Source: an optimization exercise on an open RTL-to-GDS flow (aim: small area, a short achievable clock period and few clock cycles). Production flows keep margins and buffers that such runs may drop.
The RTL was checked by simulation tests, not by an equivalence proof against the original design.
Power and IR drop assume default switching activity.

==> flow/design.v (excerpt) <==
module cpu_core (
    input  logic                   clk,
    input  logic                   reset,
    input  logic                   start,
    input  logic                   load_en,
    input  arch_types_pkg::addr_t  load_addr,
    input  arch_types_pkg::instr_t load_data,
    output logic                   out_valid,
    output arch_types_pkg::data_t  out_data,
    output logic                   busy,
    output logic                   halted
);
export LEC_CHECK = 0
export CAP_MARGIN = 20
export CORE_MARGIN = 2
export CORE_UTILIZATION = 40
export PLACE_DENSITY = 0.75
export SLEW_MARGIN = 20
export SYNTH_HIERARCHICAL = 1
export TNS_END_PERCENT = 5
create_clock -name core_clock -period 10.0 [get_ports {clk}]
standard.sh (not shown) runs the stock make flow with config.mk's settings and CLKGATE_MAP_FILE= SYNTH_SCRIPT=/design/flow/synth_recipe.tcl, a recipe that flattens the netlist after the stock synthesis.
==> flow/flow/run.sh <==
#!/bin/bash
# Layout flow: the standard ORFS layout (standard.sh, standard synthesis
# unchanged) with these changes in how the layout is made:
#  - clock tree sinks are clustered into larger groups and no dummy loads
#    are inserted, for a smaller clock tree;
set -euo pipefail
cd "$(dirname "$0")/.."
bash standard.sh \
    SETUP_SLACK_MARGIN=6.6 \
    "BUFFER_PORTS_ARGS=-buffer_cell sky130_fd_sc_hd__buf_4" \
    "CTS_ARGS=-sink_clustering_enable -repair_clock_nets -sink_clustering_size 20 -sink_clustering_max_diameter 80 -dont_use_dummy_load" \
    finish > flow_make.log 2>&1
Testbench counts at the start, summed over its fixed seeds: cycles 9,777.
Next try:
--- a/flow/flow/run.sh
+++ b/flow/flow/run.sh
@@ -7,5 +7,5 @@
 cd "$(dirname "$0")/.."
 bash standard.sh \
-    SETUP_SLACK_MARGIN=6.6 \
+    SETUP_SLACK_MARGIN=6.3 \
     "BUFFER_PORTS_ARGS=-buffer_cell sky130_fd_sc_hd__buf_4" \
     "CTS_ARGS=-sink_clustering_enable -repair_clock_nets -sink_clustering_size 20 -sink_clustering_max_diameter 80 -dont_use_dummy_load" \
- CORE_UTILIZATION: 40 -> 50
- TNS_END_PERCENT: 5 -> 100
What happened: The new run completed with no timing, DRC or antenna violations. Clock power hardly moves. Total power came out lower by 3.8%. Worst hold slack gets worse by 0.029 ns. Via count drops by 1.3%. Critical path depth rises by 1. Design area went down by about 3%.
Next try:
- CORE_UTILIZATION: 50 -> 40
Effect: The new run finished with timing, DRC and antenna clean; die area increases by about 25%; cell area is about the same; final cell count increases by about 6%; maximum frequency increases by 4.9%; via count decreases by about 1.2%.

v6:
Another version of the RTL of cpu_core (not shown whole).
Size: roughly 3700 cells after synthesis, about 1200 flip-flops, about 37 I/O pins, about 53000 um2 of cells after synthesis.
==> flow/config.mk <==
export PLATFORM = sky130hd
export DESIGN_NAME = cpu_core
export DESIGN_NICKNAME = cpu_core
export VERILOG_FILES = /design/flow/design.v
export SDC_FILE = /design/flow/constraint.sdc
export NUM_CORES = 4
export LEC_CHECK = 0
export CAP_MARGIN = 20
export CORE_MARGIN = 2
export CORE_UTILIZATION = 40
export PLACE_DENSITY = 0.75
export SLEW_MARGIN = 20
export SYNTH_HIERARCHICAL = 1
export TNS_END_PERCENT = 100
==> flow/constraint.sdc <==
create_clock -name core_clock -period 10.0 [get_ports {clk}]
set_input_delay 2.0000 -clock core_clock [delete_from_list [all_inputs] [get_ports {clk}]]
set_output_delay 2.0000 -clock core_clock [all_outputs]
set_load 0.01 [all_outputs]
==> flow/flow/run.sh <==
#!/bin/bash
# Layout flow: the standard ORFS layout (standard.sh, standard synthesis
# unchanged) with these changes in how the layout is made:
#  - clock tree sinks are clustered into larger groups and no dummy loads
#    are inserted, for a smaller clock tree;
set -euo pipefail
cd "$(dirname "$0")/.."
bash standard.sh \
    SETUP_SLACK_MARGIN=6.3 \
    "BUFFER_PORTS_ARGS=-buffer_cell sky130_fd_sc_hd__buf_4" \
    "CTS_ARGS=-sink_clustering_enable -repair_clock_nets -sink_clustering_size 20 -sink_clustering_max_diameter 80 -dont_use_dummy_load" \
    finish > flow_make.log 2>&1
Testbench counts of v6, summed over its fixed seeds: cycles 9,777.
The following lists how v7 was set up differently from v6:
- a change of SLEW_MARGIN from 20 to 60
[summary]
- Depth of the worst register-to-register path in v7 vs v6: down 4
- Compared with v6, met3 routed wirelength in v7 decreased by a few percent.
- Between v7 and v6, it is v7 whose proportion of cell area occupied by registers is higher, by 0.71 points.
- v7 has maximum frequency above what v6 had.
- v6 ended up with z_q as its launching instance or port of the critical path; v7 ended up with sx_q[2].
- In the tables for v7 and v6, worst path setup slack after routing reads higher with v7.

the previous run:
Another version of the RTL of cpu_core (not shown whole).
Size in the first run: roughly 3700 cells after synthesis, roughly 1200 flip-flops.
==> flow/config.mk <==
export PLATFORM = sky130hd
export DESIGN_NAME = cpu_core
export DESIGN_NICKNAME = cpu_core
export VERILOG_FILES = /design/flow/design.v
export SDC_FILE = /design/flow/constraint.sdc
export NUM_CORES = 4
export LEC_CHECK = 0
export CAP_MARGIN = 20
export CORE_MARGIN = 2
export CORE_UTILIZATION = 40
export PLACE_DENSITY = 0.75
export SLEW_MARGIN = 60
export SYNTH_HIERARCHICAL = 1
export TNS_END_PERCENT = 100
==> flow/constraint.sdc <==
create_clock -name core_clock -period 10.0 [get_ports {clk}]
set_input_delay 2.0000 -clock core_clock [delete_from_list [all_inputs] [get_ports {clk}]]
set_output_delay 2.0000 -clock core_clock [all_outputs]
set_load 0.01 [all_outputs]
Scripts as last shown in full above: flow/flow/run.sh
The previous run completed every stage of the flow, and the final layout passed the timing, design-rule and antenna checks.
Testbench counts of the previous run, summed over its fixed seeds: cycles 9,777.
For the current run, these inputs were changed with respect to the previous run:
Settings: SLEW_MARGIN: 60 -> 20.
--- outcome ---
- Compared the current run against the previous run; count of multi-input gates within noise.
- Cmp the current run vs the previous run: worst path buffer plus inverter count lower in the current run
- The previous run → the current run: non-clock buffer contribution to total cell area fell 1.9 points; worst reg-to-reg path cell count decreased by 3 relative to the old numbers; number of inserted filler cells in the final layout saw an increase; core utilization has decreased; length of the first detailed-routing pass in iterations fell by 3.
- In terms of final hold slack, the current run and the previous run differ only marginally.
- The previous run ended up with more cell instances than the current run did.

Another version of the RTL of cpu_core (not shown whole).
Size: roughly 1200 flip-flops, roughly 53000 sq um of cells after synthesis.
Design cpu_core, start of the top module:
module cpu_core (
    input  logic                   clk,
    input  logic                   reset,
    input  logic                   start,
    input  logic                   load_en,
    input  arch_types_pkg::addr_t  load_addr,
    input  arch_types_pkg::instr_t load_data,
    output logic                   out_valid,
    output arch_types_pkg::data_t  out_data,
    output logic                   busy,
    output logic                   halted
);
Settings: LEC_CHECK=0, CAP_MARGIN=20, CORE_MARGIN=2, CORE_UTILIZATION=40, PLACE_DENSITY=0.75, SLEW_MARGIN=20, SYNTH_HIERARCHICAL=1, TNS_END_PERCENT=5; clock period 10.0 ns.
==> flow/flow/run.sh <==
#!/bin/bash
# Layout flow: the standard ORFS layout (standard.sh, standard synthesis
# unchanged) with these changes in how the layout is made:
#  - clock tree sinks are clustered into larger groups and no dummy loads
#    are inserted, for a smaller clock tree;
set -euo pipefail
cd "$(dirname "$0")/.."
bash standard.sh \
    SETUP_SLACK_MARGIN=6.6 \
    "BUFFER_PORTS_ARGS=-buffer_cell sky130_fd_sc_hd__buf_4" \
    "CTS_ARGS=-sink_clustering_enable -repair_clock_nets -sink_clustering_size 20 -sink_clustering_max_diameter 80 -dont_use_dummy_load" \
    finish > flow_make.log 2>&1
Testbench counts at the start, summed over its fixed seeds: cycles 10,970.
Edit:
--- a/flow/flow/run.sh
+++ b/flow/flow/run.sh
@@ -8,3 +8,3 @@
 bash standard.sh \
-    SETUP_SLACK_MARGIN=6.6 \
+    SETUP_SLACK_MARGIN=6.3 \
     "BUFFER_PORTS_ARGS=-buffer_cell sky130_fd_sc_hd__buf_4" \
- TNS_END_PERCENT: 5 -> 100
After rerunning: The changed run completed without violations. Combinational power decreases by 9.3%. Hold slack is about the same. Count of clock-buffer cells in the layout increases by 5. Utilization decreases by 0.73 points. Sequential share of layout area increases by 0.99 points. Cell area decreases by 1.6%. Synthesized area is unchanged. Cell count decreases by 0.99%. Sequential cell count does not change. Worst setup slack degrades by 0.13 ns. Global-route usage increases by 0.60 points.

==> separate check: timing with driven ports <==
No port has a modelled driver above. Below, the same layouts with a new extraction and two added sets of constraints. Step 1: set_driving_cell puts a clkbuf_16 on clk and a buf_2 on each other input, an assumption about the parent block. Step 2 also shifts input and output timing later by t, the mid clock arrival at the registers, as if the neighbouring blocks saw the same clock. a / b / c = ideal / step 1 / step 2; a / b = the first two.
run | t (ns) | slack for setup (ns) | hold slack, ns | worst slew at a driven data input, ns | pins driven straight from the clock port
the first run of note 1 | 0.737 | 5.974 / 5.974 / 5.735 | 0.460 / 0.460 / 0.460 | 0.04 | 1
the second run of note 1 | 0.721 | 5.995 / 5.995 / 5.953 | 0.431 / 0.431 / 0.431 | 0.08 | 1
the third run of note 1 | 0.766 | 6.181 / 6.181 / 5.744 | 0.429 / 0.429 / 0.429 | 0.06 | 1
v6 | 0.719 | 5.994 / 5.994 / 5.835 | 0.434 / 0.434 / 0.434 | 0.06 | 1
v7 | 0.738 | 6.021 / 6.021 / 6.021 | 0.415 / 0.415 / 0.415 | 0.06 | 1
the previous run | 0.721 | 6.131 / 6.131 / 5.817 | 0.441 / 0.441 / 0.441 | 0.12 | 1
the current run | 0.713 | 5.977 / 5.977 / 5.337 | 0.438 / 0.438 / 0.438 | 0.12 | 1
the first run of note 4 | 0.725 | 6.243 / 6.243 / 6.007 | 0.535 / 0.535 / 0.535 | 0.04 | 1
the second run of note 4 | 0.717 | 6.117 / 6.117 / 5.822 | 0.537 / 0.537 / 0.537 | 0.12 | 1
After both steps setup and hold are still met in every run listed. For the current run, which loses most, drivers alone change the setup slack by 0.000 ns; drivers and shift together by -0.640 ns.
